This design comes from an exercise in tuning for small area, a short achievable clock period and few clock cycles per item on the open sky130 flow, not from production work. The RTL was checked by simulation tests, not by an equivalence proof against the original design. Power figures rest on the tool's default switching activity, not on a simulated workload.

==> flow/design.v, too long to show whole: its modules and the start of the top module <==
// module lpit_cell: 22 lines
// module lpit_residues: 390 lines
// module linear_probe_id_table: 1092 lines
module linear_probe_id_table
#(
  parameter int unsigned TABLE_DEPTH = lpit_pkg::DEF_TABLE_DEPTH
) (
  input  logic              clk,
  input  logic              rst_n,
  input  logic              in_valid,
  output logic              in_stall,
  input  logic [1:0]        in_req_type,
  input  logic [lpit_pkg::ID_W-1:0]   in_identifier,
  output logic              out_valid,
  input  logic              out_stall,
  output logic              out_status,
  output logic [lpit_pkg::SLOT_W-1:0] out_slot,
  output logic [lpit_pkg::ID_W-1:0]   out_uuid,
  output logic              out_was_present,
  input  logic              psel,
  input  logic              penable,
  input  logic              pwrite,
  input  logic [lpit_pkg::ADDR_W-1:0] paddr,
  input  logic [lpit_pkg::DATA_W-1:0] pwdata,
  output logic [lpit_pkg::DATA_W-1:0] prdata,
  output logic              pready
);
  // ...
==> flow/run.sh <==
#!/bin/bash
# synth_recipe.tcl (not shown) runs the flow's synth.tcl, then flattens the netlist and writes it again
# the make line also repeats each setting of config.mk as NAME=value (left out here)
make -C /OpenROAD-flow-scripts/flow DESIGN_CONFIG=/design/flow/config.mk WORK_HOME=/design/flow/orfs CLKGATE_MAP_FILE= SYNTH_SCRIPT=/design/flow/synth_recipe.tcl finish
==> flow/config.mk <==
export PLATFORM = sky130hd
export DESIGN_NAME = linear_probe_id_table
export DESIGN_NICKNAME = linear_probe_id_table
export VERILOG_FILES = /design/flow/design.v
export SDC_FILE = /design/flow/constraint.sdc
export NUM_CORES = 4
export LEC_CHECK = 0
export CAP_MARGIN = 20
export CORE_MARGIN = 2
export CORE_UTILIZATION = 50
export CTS_BUF_LIST = sky130_fd_sc_hd__clkbuf_16
export CTS_CLUSTER_DIAMETER = 80
export CTS_CLUSTER_SIZE = 18
export SETUP_SLACK_MARGIN = 2.5
export SLEW_MARGIN = 20
==> flow/constraint.sdc <==
create_clock -name core_clock -period 6.0 [get_ports {clk}]
set_input_delay 1.2000 -clock core_clock [delete_from_list [all_inputs] [get_ports {clk}]]
set_output_delay 1.2000 -clock core_clock [all_outputs]
set_load 0.01 [all_outputs]
==> impl_metrics.tcl, run 1 <==
set metrics [dict create \
    outcome "timing/DRC/antenna clean" \
    fill_cells 21800 \
    first_pass_iters 8 \
    synth_top_area_frac 0.528 \
    start_util 0.503 \
    io_buffers 97 \
    fin_area_um2 153000 \
    seqPwrFrac 0.415 \
    hold_path_class "reg2reg" \
    p_sw_frac 0.413 \
    seq_area_frac_synth 0.617 \
    period_share 0.610 \
    reg2reg_depth 7 \
    hold_viol 0 \
    use_met1 0.550 \
    antenna_found_initial 50 \
    pg_clk_w 0.0132 \
    drive_gt1_frac 0.133 \
    fp-row-count 190 \
    path_cells "nor4_2 -> o21ai_0 -> a221oi_1 -> o221ai_1 -> a21oi_1 -> o21ai_0 -> a21oi_1" \
    synth_compound_area_frac 0.0735 \
    met2_usage 0.582 \
    inv_count 333 \
    drt-met1-wl_mm 215 \
    h-tree-depth 4 \
    largestRegisters "g_slot.u_cell.id_r x2048, sid x256, cs1 x88" \
    grt_busiest_layer "met2" \
    cp_num_buf_inv 0 \
    whs_path_depth 0 \
]
Testbench counts, summed over its fixed seeds: cycles 7,392, items 7,200.
==> run 2, diff against run 1 <==
--- a/flow/design.v
+++ b/flow/design.v
@@ -1394,34 +1394,42 @@
   logic [IW-7:0] id_hi, hi_dec;
   logic [IW-1:0] k_key;
   assign home    = s8_rem;
   assign k_next  = (sreq[K] == lpit_pkg::REQ_NEXT_UUID);
   assign lo_diff = sub6(sid[K][5:0], home);
   assign id_hi   = sid[K][IW-1:6];
   assign hi_dec  = dec26(id_hi);
   assign k_key = k_next ? {lo_diff[6] ? hi_dec : id_hi, lo_diff[5:0]} : sid[K];
+  function automatic logic same_key(input logic [IW-1:0] x);
+    logic hi_id, hi_dec_eq, lo_id, lo_base;
+    hi_id     = (id_hi == x[IW-1:6]);
+    hi_dec_eq = (hi_dec == x[IW-1:6]);
+    lo_id     = (sid[K][5:0] == x[5:0]);
+    lo_base   = (lo_diff[5:0] == x[5:0]);
+    same_key  = k_next ? ((lo_diff[6] ? hi_dec_eq : hi_id) & lo_base) : (hi_id & lo_id);
+  endfunction
   logic          pv, p_alloc, p_release, p_next, p_free_ok;
   logic          p_same_t, p_same_r;    
   logic [IW-1:0] tkey, rkey;
   logic [IW-1:0] pkey;
   logic [5:0]    pstart;
   always_ff @(posedge clk) begin
     if (!rst_n) pv <= 1'b0;
     else if (!hold) pv <= adv & sv[K];
   end
   always_ff @(posedge clk) begin
     if (!hold) begin
       p_alloc   <= (sreq[K] == lpit_pkg::REQ_ALLOC);
       p_release <= (sreq[K] == lpit_pkg::REQ_RELEASE);
       p_next    <= k_next;
       p_free_ok <= (sreq[K] == lpit_pkg::REQ_ALLOC) | k_next;
       pkey      <= k_key;
-      p_same_t  <= (k_key == pkey);
-      p_same_r  <= (k_key == tkey);
+      p_same_t  <= same_key(pkey);
+      p_same_r  <= same_key(tkey);
       pstart    <= k_next ? 6'd0 : home;
     end
   end
   logic          tv, t_alloc, t_release, t_next;
   logic [D-1:0]  tm_hi, tm_lo;    
   logic [D-1:0]  in_ring, valid, eq_now, eq_c, m0, m_next, from_start;
   logic [D-1:0]  pick, t_w, r_wr, set_valid, clr_valid;
   logic          same_t, same_r, t_new;
==> run 2 against run 1 <==
Register-to-register slack about the same. Die area hardly changed. Non-clock buffer count down 19. Clock power hardly changed. Worst setup slack gained 0.0073 ns. Via count shrank 0.71%. Design area decreased by 0.20%. Sequential share of layout area up 0.083 points. Maximum frequency is 0.20% higher. Count of clock-buffer cells in the layout increased by 3. Critical path type unchanged.
==> impl_metrics.tcl, run 2 <==
set metrics [dict create \
    tritoncts "built" \
    synth_edf_count 2369 \
    required_ns 6.77 \
    layout_common_cells "2369 x edfxtp_1, 1772 x xor2_1, 585 x dfxtp_1" \
    synthArstFlopShare 0 \
    slew_headroom 0.135 \
    grt_pass1_vias 89000 \
    clock-sinks 2972 \
    largestRegisters "g_slot.u_cell.id_r x2048, sid x256, cs1 x88" \
    io_pins 151 \
    core_area_um2 268000 \
    fp-row-count 190 \
    clock_skew_ns 0.0775 \
    power_density_nw_per_um2 453 \
    outcome "timing/DRC/antenna clean" \
    tightestPinTransition_ns 1.30 \
    dp_slack_ns 0.791 \
    synthesis.area_um2 135000 \
    largest_register "g_slot.u_cell.id_r" \
    cts_hold_buf 0 \
    ys.flop_type "edfxtp_1" \
    arrival_ns 4.42 \
    grt.overflow.total 0 \
    num_vias 94700 \
    synth.largest_area_cell "edfxtp_1" \
    setup_slack_ns 2.35 \
    crit_family "adder cells" \
    area_delta_synth_final_pct 13.3 \
    finalCriticalPeriod_ns 3.65 \
    h-tree-depth 4 \
    fill_cells 21900 \
    critPathMaxStageDelay_ns 0.63 \
    period_share 0.609 \
    drv_cap 0 \
    wl_per_cell_um 37.5 \
    grt_max_degree 141 \
    cts_buffers 196 \
    synth_xor_area_frac 0.146 \
    worstSetupEndpointType "flop" \
    grt_busiest_layer "met2" \
    holdWs_ns 0.315 \
    yosysMostFrequentCell "edfxtp_1" \
    globalRouteMet3Util 0.0831 \
    dpl.hpwl_mm 332 \
    reg2reg_setup_slack_ns 2.35 \
    ys_top_cells_by_count "2369 x edfxtp_1, 1773 x xor2_1, 616 x nor2_1" \
    fmax_mhz 274 \
    hold_viol 0 \
    syn_inst 10600 \
    drt_wl_total_mm 549 \
    drt_iter0_markers 14700 \
    via_per_inst 6.47 \
    layout_commonest_cell "edfxtp_1" \
    synth_area_per_cell_um2 12.7 \
    clk_pin_slew_worst_paths_ns 0.08 \
    synth.distinct_cells 90 \
    synth_top_family_by_area "XOR/XNOR gates" \
    drive_gt1_frac 0.130 \
    first_pass_iters 6 \
    antenna_found_initial 50 \
    use_met1 0.532 \
    yosys.area_share.adder 0.0339 \
    die_h_um 523 \
    dieArea_um2 274000 \
    synth_compound_area_frac 0.0698 \
    seq_area_frac_synth 0.617 \
    start_kind "flop" \
    drc 0 \
    synth_area_leaders "edfxtp_1 53%, xor2_1 12%, dfxtp_1 9.0%" \
    yosys_warnings 6 \
    setup_tns_ns 0 \
    slew_viol_final 0 \
    io_buffers 97 \
    place.gp.congestion 0.993 \
    p_leak_nw 52.7 \
    setup_viol_count_final 0 \
    met2_usage 0.603 \
    gr-usage-all-layers 0.392 \
    insertion_delay_ns 0.95 \
    die_w_um 523 \
    nets 11300 \
    drtAntennaViolNets 0 \
    grt_pass1_wl_mm 738 \
    ys_ff_latch 2972 \
    cp_num_buf_inv 3 \
    regArea_um2 83300 \
    worstSetupPathType "reg2reg" \
    largest_reg_flops 2048 \
    synth_mux_area_frac 0.00914 \
    crit_slowest_cell "fa_2" \
    clockBufferDepth 4 \
    path_cells "clkinvlp_4 -> buf_4 -> nand2_1 -> buf_4 -> nand2_1 -> nor2_1 -> nor3_1 -> a211oi_1 -> a211oi_1 -> fa_2 -> fa_1" \
    synthSimpleGateAreaFrac 0.0961 \
    hold_path_class "reg2reg" \
    multi_input_area_um2 50700 \
    path_max_fanout 6 \
    rsz0062_at_grt "true" \
    ir_drop_uv 523 \
    start_util 0.503 \
    synth_top_area_frac 0.528 \
    cts-root-buf "clkbuf_16" \
]
## run 2: cell count changes after synthesis, moves of 23 or more
cell and delta:
nor2_1 +49, a21oi_1 +32, nand2_1 -33, xnor2_1 +101
nor4_1 -23, xor2_1 -39
## run 2: final cells by class
type	count	area share
diodes	25	0.000410
clock buffers	201	0.0329
clock inverters	71	0.00351
inverters	327	0.00838
multi-input cells	6741	0.332
flip-flops and latches	2972	0.545
well taps	3552	0.0291
repair buffers	742	0.0485
repair inverters	2	0.000213
## run 2: path summary, 6_finish.rpt
path,start,endpoint,cells past startpoint
worst max-delay path,len_r[0],cs1[28],11
worst max register to register,len_r[0],cs1[28],11
worst min register to register,sid[4][28],sid[5][28],0
worst min-delay path,sid[4][28],sid[5][28],0
## run 2: per-stage QoR
step / utilization / area (µm²) / total power (W) / cells
2_1_floorplan: - / 136000 / 0.0408 / 10700
3_3_place_gp: 0.533 / 143000 / 0.0532 / 14100
3_5_place_dp: 0.533 / 143000 / 0.0535 / 14100
4_1_cts: 0.563 / 151000 / 0.0679 / 14500
5_1_grt: 0.570 / 153000 / 0.0707 / 14600
6_report: 0.570 / 153000 / 0.0692 / 14600
## run 2: power breakdown
| group | internal, W | switching [W] | total, W |
|---|---|---|---|
| logic | 0.00799 | 0.0196 | 0.0276 |
| clock network | 0.00612 | 0.00717 | 0.0133 |
| registers | 0.0263 | 0.00206 | 0.0284 |
## run 2: per-layer routing
| layer | part of all wire | up-vias |
|---|---|---|
| met5 | 0.00028 | - |
| met4 | 0.059 | 24 |
| met3 | 0.11 | 1281 |
| met2 | 0.45 | 6205 |
| met1 | 0.38 | 48300 |
| li1 | - | 39000 |
## run 2: logic make-up (layout without fill, tap and decap cells)
| logic type | after synthesis | count (layout) |
|---|---|---|
| DFF | 2972 | 2972 |
| adders and majority gates | 268 | 268 |
| buffers and inverters | 946 | 1343 |
| and+or+nand+nor | 2519 | 2523 |
| AOI/OAI and AO/OA | 1552 | 1552 |
| other | 2 | 52 |
| xor gates and xnor gates | 2251 | 2251 |
| muxes | 120 | 120 |
## run 2: repair_timing
item                       in CTS  in global routing
gates resized for setup       254                245
pin swaps                      18                 37
buffers inserted              120                 72
setup endpoints to repair     265                194
hold endpoints to repair        0                  0
cloned                         14                  4
Testbench counts of run 2, summed over its fixed seeds: cycles 7,392, items 7,200.
==> run 3, diff against run 2 <==
--- a/flow/config.mk
+++ b/flow/config.mk
@@ -11,5 +11,6 @@
 export CTS_BUF_LIST = sky130_fd_sc_hd__clkbuf_16
 export CTS_CLUSTER_DIAMETER = 80
-export CTS_CLUSTER_SIZE = 18
+export CTS_CLUSTER_SIZE = 20
 export SETUP_SLACK_MARGIN = 2.5
 export SLEW_MARGIN = 20
+export TNS_END_PERCENT = 30
==> run 3 against run 2 <==
Synthesized cell count did not move. Non-clock buffer count fell by 16. Sequential power barely moved. Routed wire length fell by 0.22%. Highest routed layer unchanged.
==> impl_metrics.tcl, run 3 <==
set metrics [dict create \
    grt_busiest_layer "met2" \
    rsz0062_at_grt "true" \
    antenna_found_initial 51 \
    fin_area_um2 152000 \
    synth_edf_count 2369 \
    hold_path_class "reg2reg" \
    worstSetupPathType "reg2reg" \
    crit_top_cell "a21oi_1" \
    wl_per_cell_um 37.5 \
    drtAntennaViolNets 0 \
    cts_buffers 183 \
    slew_headroom 0.186 \
    io_pins 151 \
    seq_area_frac_synth 0.617 \
    arrival_ns 4.38 \
    p_leak_nw 52.4 \
    cp_num_buf_inv 0 \
    clock_skew_ns 0.0704 \
    drc 0 \
    fp-row-count 190 \
    io_buffers 97 \
    drt_iter0_markers 14500 \
    dpl.hpwl_mm 332 \
    fmax_mhz 266 \
    setup_tns_ns 0 \
    drive_gt1_frac 0.122 \
    synth.largest_area_cell "edfxtp_1" \
    met2_usage 0.599 \
    ir_drop_uv 527 \
    utilization 0.566 \
    nets 11300 \
    tritoncts "built" \
    tightestPinTransition_ns 1.22 \
    path_cells "nand4_1 -> nor2_2 -> nor4_1 -> a21oi_1 -> a21oi_1 -> mux2i_1 -> nor2_1" \
    grt_pass1_wl_mm 735 \
    required_ns 6.62 \
    die_w_um 523 \
    ys_top_cells_by_count "2369 x edfxtp_1, 1773 x xor2_1, 616 x nor2_1" \
    layout_commonest_cell "edfxtp_1" \
    first_pass_iters 8 \
    via_per_inst 6.50 \
    grt_max_degree 141 \
    place_area_um2 143000 \
    synth_top_area_frac 0.528 \
    largest_register "g_slot.u_cell.id_r" \
    layout_common_cells "2369 x edfxtp_1, 1772 x xor2_1, 583 x dfxtp_1" \
    largestRegisters "g_slot.u_cell.id_r x2048, sid x256, cs1 x88" \
    ys_ff_latch 2972 \
    critPathMaxStageDelay_ns 0.92 \
    cts_hold_buf 0 \
    globalRouteMet3Util 0.0850 \
    clockBufferDepth 4 \
    num_vias 94900 \
    power_density_nw_per_um2 452 \
    period_share 0.627 \
    crit_cells 7 \
    use_met1 0.531 \
    syn_inst 10600 \
    reg2reg_depth 7 \
    clock-sinks 2972 \
    synth_area_leaders "edfxtp_1 53%, xor2_1 12%, dfxtp_1 9.0%" \
    hold_viol 0 \
    yosys_warnings 6 \
    reg2reg_setup_slack_ns 2.24 \
    cts-root-buf "clkbuf_16" \
    die_h_um 523 \
    grt_pass1_vias 88700 \
    gr-usage-all-layers 0.391 \
    ys.flop_type "edfxtp_1" \
    slew_viol_final 0 \
    finalCriticalPeriod_ns 3.76 \
    h-tree-depth 4 \
    worstSetupEndpointType "flop" \
    start_util 0.503 \
    path_max_fanout 11 \
    synthesis.area_um2 135000 \
    drt_wl_total_mm 548 \
    critPathLaunch "rslot[1]" \
    setup_viol_count_final 0 \
    fill_cells 22000 \
    crit_slowest_cell "a21oi_1" \
    core_area_um2 268000 \
    clk_pin_slew_worst_paths_ns 0.09 \
    area_delta_synth_final_pct 12.7 \
    rr_startpoint "rslot[1]" \
    endpoint "tm_lo[15]" \
    grt.overflow.total 0 \
    largest_reg_flops 2048 \
    drv_cap 0 \
    yosysMostFrequentCell "edfxtp_1" \
    outcome "timing/DRC/antenna clean" \
    crit_family "simple AND/OR/NAND/NOR gates" \
    synth_area_per_cell_um2 12.7 \
    synthArstFlopShare 0 \
    place.gp.congestion 0.993 \
    r2r-end "tm_lo[15]" \
    start_kind "flop" \
    insertion_delay_ns 0.93 \
    dieArea_um2 274000 \
    synth.distinct_cells 90 \
]
[run 3: cell types whose count changed in the layout (fill, tap and decap cells not counted), moves of 6 or more]
cell	previous run	this run
nor4_1	494	506
nor4_2	32	25
buf_6	47	39
inv_6	9	2
buf_4	496	488
a21oi_2	50	36
buf_16	12	6
nor2_1	508	520
diode_2	25	32
a21oi_1	459	474
clkbuf_16	207	197
nor2_4	56	49
[run 3: how the worst min path moves through the flow]
| stage | depth (start not counted) | startpoint | end | slack [ns] |
|---|---|---|---|---|
| after detailed placement | 0 | sid[1][3] | sid[2][3] | 0.31 |
| after global placement | 0 | sid[4][11] | sid[5][11] | 0.31 |
| after CTS | 0 | sid[3][28] | sid[4][28] | 0.28 |
| after floorplan | 0 | cs1[86] | cs2[18] | 0.31 |
| after global routing | 0 | sid[6][21] | sid[7][21] | 0.30 |
| final | 0 | sid[3][19] | sid[4][19] | 0.30 |
[run 3: per-layer routing]
metal	vias up	routed length [µm]
met2	6297	244000
met1	48500	209000
met3	1276	62100
met5	-	462
li1	38900	-
met4	24	31700
[run 3: final cells by class]
class                           count  area (µm²)  area share
Timing Repair Buffer              726        7220      0.0475
Clock buffer                      189        4730      0.0311
Clock inverter                     69         576     0.00379
Inverter                          327        1280     0.00842
Antenna cell                       32        80.1    0.000527
Timing Repair inverter              2        32.5    0.000214
Multi-Input combinational cell   6741       50300       0.331
Sequential cell                  2972       83300       0.548
Tap cell                         3552        4440      0.0293
[run 3: kinds of logic after synthesis]
group / share of synthesized area
AOI/OAI and AO/OA: 0.0698
adders and majority gates: 0.0339
muxes: 0.00914
xor gates and xnor gates: 0.146
and+or+nand+nor: 0.0961
DFF: 0.617
other: 0.0000557
buffers and inverters: 0.0273
[run 3: metrics by stage]
| step | power [W] | hold slack (ns) | setup WS, ns | cells |
|---|---|---|---|---|
| 2_1_floorplan | 0.0408 | 0.310 | 1.78 | 10700 |
| 6_report | 0.0687 | 0.303 | 2.24 | 14600 |
| 5_1_grt | 0.0702 | 0.297 | 2.31 | 14600 |
| 3_3_place_gp | 0.0532 | 0.310 | 0.877 | 14100 |
| 4_1_cts | 0.0674 | 0.284 | 2.23 | 14500 |
| 3_5_place_dp | 0.0535 | 0.312 | 0.791 | 14100 |
[run 3: where the power goes]
group          leakage [nW]  internal (W)  switching (W)  total [W]
logic                  22.8       0.00791         0.0195     0.0274
clock network          2.74       0.00586        0.00710     0.0130
registers              26.9        0.0263        0.00206     0.0284
[run 3: timing repair]
action	CTS	global route
setup endpoints to repair	267	214
cloned	13	5
pin swaps	23	16
setup buffers	127	49
gates resized for setup	245	157
==> run 4, diff against run 3 <==
--- a/flow/config.mk
+++ b/flow/config.mk
@@ -11,6 +11,5 @@
 export CTS_BUF_LIST = sky130_fd_sc_hd__clkbuf_16
 export CTS_CLUSTER_DIAMETER = 80
-export CTS_CLUSTER_SIZE = 20
-export SETUP_SLACK_MARGIN = 2.5
+export CTS_CLUSTER_SIZE = 18
+export SETUP_SLACK_MARGIN = 2.7
 export SLEW_MARGIN = 20
-export TNS_END_PERCENT = 30
==> run 4 against run 3 <==
Still clean on timing, DRC and antenna. Global-route usage up 0.89 points. Die area is the same. Core utilization grew 1.3 points. Worst setup slack better by 0.35 ns.
==> impl_metrics.tcl, run 4 <==
set metrics [dict create \
    outcome "timing/DRC/antenna clean" \
    power_density_nw_per_um2 449 \
    yosys.area_share.adder 0.0339 \
    wl_per_cell_um 38.1 \
    synth_mux_area_frac 0.00914 \
    dieArea_um2 274000 \
    largest_reg_flops 2048 \
    io_pins 151 \
    clk_pin_slew_worst_paths_ns 0.08 \
    drt_wl_total_mm 561 \
    p_sw_frac 0.416 \
    drt_iter0_markers 14700 \
    grt_pass1_vias 90000 \
    drive_gt1_frac 0.151 \
    tightestPinTransition_ns 1.33 \
    drc 0 \
    syn_inst 10600 \
    layout_commonest_cell "edfxtp_1" \
    grt_pass1_wl_mm 749 \
    yosys_warnings 6 \
    synth_top_family_by_area "XOR/XNOR gates" \
    switchingPower_w 0.0290 \
    clockBufferDepth 4 \
    synth.distinct_cells 90 \
    worstSetupEndpointType "flop" \
    dp_slack_ns 0.870 \
    p_int_w 0.0408 \
    synthSimpleGateAreaFrac 0.0961 \
    drtAntennaViolNets 0 \
    cts_buffers 198 \
    die_h_um 523 \
    area_delta_synth_final_pct 15.2 \
    tritoncts "built" \
    h-tree-depth 4 \
    ys_ff_latch 2972 \
    yosysMostFrequentCell "edfxtp_1" \
    fp-row-count 190 \
    layout_common_cells "2369 x edfxtp_1, 1773 x xor2_1, 580 x dfxtp_1" \
    antenna_found_initial 50 \
    seqPwrFrac 0.405 \
    grt.overflow.total 0 \
    synth_edf_count 2369 \
    ir_drop_uv 605 \
    clock-sinks 2972 \
    synth_area_per_cell_um2 12.7 \
    p_comb_frac 0.404 \
    setup_slack_ns 2.59 \
    dpl.hpwl_mm 336 \
    seq_area_frac_synth 0.617 \
    die_w_um 523 \
    gr-usage-all-layers 0.400 \
    synth_area_leaders "edfxtp_1 53%, xor2_1 12%, dfxtp_1 9.0%" \
    core_area_um2 268000 \
    drv_cap 0 \
    clock_skew_ns 0.0918 \
    p_leak_nw 53.8 \
    fmax_mhz 293 \
    rsz0062_at_grt "true" \
    finalCriticalPeriod_ns 3.41 \
    synth_xor_area_frac 0.146 \
    ys_top_cells_by_count "2369 x edfxtp_1, 1773 x xor2_1, 616 x nor2_1" \
    num_vias 95700 \
    period_share 0.568 \
    place.gp.congestion 1.01 \
    path_max_fanout 11 \
    slew_headroom 0.110 \
    synthesis.area_um2 135000 \
    setup_tns_ns 0 \
    setup_viol_count_final 0 \
    clockPowerShare 0.190 \
    start_kind "flop" \
    synth_top_area_frac 0.528 \
    synthArstFlopShare 0 \
    nets 11400 \
    grt_max_degree 115 \
    first_pass_iters 8 \
    cts-root-buf "clkbuf_16" \
    worstSetupPathType "reg2reg" \
    hold_path_class "reg2reg" \
    ys.flop_type "edfxtp_1" \
    start_util 0.503 \
    io_buffers 97 \
    arrival_ns 4.24 \
    via_per_inst 6.49 \
    synth_compound_area_frac 0.0698 \
    insertion_delay_ns 0.95 \
    largest_register "g_slot.u_cell.id_r" \
    slew_viol_final 0 \
    required_ns 6.83 \
    hold_viol 0 \
    utilization 0.579 \
    synth.largest_area_cell "edfxtp_1" \
    largestRegisters "g_slot.u_cell.id_r x2048, sid x256, cs1 x88" \
]
run 4: cell counts after synthesis:
Identical to the previous run, type by type.
run 4: power by group through the flow:
stage | registers [W] | clock network (W) | logic [W]
after floorplan | 0.0285 | 0 | 0.0123
after global placement | 0.0290 | 0 | 0.0241
after detailed placement | 0.0290 | 0 | 0.0244
after CTS | 0.0282 | 0.0134 | 0.0267
after global routing | 0.0284 | 0.0140 | 0.0287
final | 0.0283 | 0.0133 | 0.0282
run 4: area by class of cell:
class,instances,area (µm²)
Timing Repair Buffer,852,8890
Antenna cell,15,37.5
Clock buffer,200,5000
Timing Repair inverter,3,48.8
Sequential cell,2972,83300
Tap cell,3552,4440
Multi-Input combinational cell,6743,51600
Inverter,327,1300
Fill cell,21600,113000
Clock inverter,81,642
run 4: through the flow:
step | hold slack (ns) | cell area, µm² | power (W) | cells
detailed placement | 0.312 | 143000 | 0.0534 | 14100
finish | 0.261 | 155000 | 0.0697 | 14700
floorplan | 0.310 | 136000 | 0.0408 | 10700
global route | 0.295 | 155000 | 0.0711 | 14700
global placement | 0.310 | 143000 | 0.0531 | 14100
CTS | 0.284 | 153000 | 0.0683 | 14600
run 4: cell families (layout without fill, tap and decap cells):
family	Yosys count	after routing
buf+inv	946	1463
mux	120	120
simple gates	2519	2525
flops	2972	2972
other cells	2	42
fa+ha+maj	268	268
compound gates	1552	1552
xor+xnor	2251	2251
run 4: what timing repair did:
item | CTS | global route
gates resized for setup | 518 | 293
hold buffers | 0 | 0
buffers inserted | 190 | 89
cloned | 25 | 13
endpoints found under the setup margin | 342 | 222
pin swaps | 62 | 64
run 4: worst paths after layout:
| check | start | endpoint | slack [ns] | cells past startpoint |
|---|---|---|---|---|
| max reg2reg | len_r[1] | cs1[44] | 2.59 | 11 |
| min reg2reg | sid[7][20] | sid[8][20] | 0.26 | 0 |
| max | len_r[1] | cs1[44] | 2.59 | 11 |
| min | sid[7][20] | sid[8][20] | 0.26 | 0 |
run 4: per-layer routing:
layer  part of all wire  vias up  global-route usage
li1                   -    39200                   -
met1               0.37    48700               0.528
met2               0.45     6483               0.619
met3               0.12     1365              0.0931
met4              0.063       26               0.201
met5            0.00030        -                   0
run 4: critical path, stage by stage (launching register included):
cell	delay (ns)
dfxtp_1	0.30
buf_6	0.14
inv_8	0.09
buf_4	0.27
nand2_1	0.20
a31oi_2	0.28
o21ai_0	0.17
o32ai_1	0.25
a21oi_1	0.09
a211oi_2	0.40
fa_2	0.58
fa_2	0.57

-- what the ideal ports hide --
The results above use ideal ports. As a check the final layouts listed here were re-extracted and re-timed, cells and wires unchanged. Step 1 (the two cells are an assumption about what drives the block):
set clk [get_ports {clk}]
set_driving_cell -lib_cell sky130_fd_sc_hd__clkbuf_16 $clk
set_driving_cell -lib_cell sky130_fd_sc_hd__buf_2 [delete_from_list [all_inputs] $clk]
Step 2 moves the port delays by t, midway between the first and last clock arrival at a register: inputs arrive t later, outputs are due t later. That takes back most of the time a late clock gives input paths. Slacks: ideal / step 1 / step 2; pairs: ideal / step 1.
| run | t, ns | slack for setup (ns) | hold WS [ns] | worst slew at a driven data input, ns |
|---|---|---|---|---|
| run 1 | 0.998 | 2.338 / 2.338 / 1.470 | 0.289 / 0.289 / 0.289 | 0.07 |
| run 2 | 1.010 | 2.345 / 2.345 / 1.832 | 0.315 / 0.315 / 0.315 | 0.11 |
| run 3 | 1.004 | 2.241 / 2.241 / 1.502 | 0.303 / 0.303 / 0.303 | 0.11 |
| run 4 | 1.006 | 2.592 / 2.524 / 1.703 | 0.261 / 0.261 / 0.261 | 0.12 |
After both steps every run listed still meets setup and hold. For run 4, which loses most, drivers alone change the setup slack by -0.068 ns; drivers and shift together by -0.889 ns.
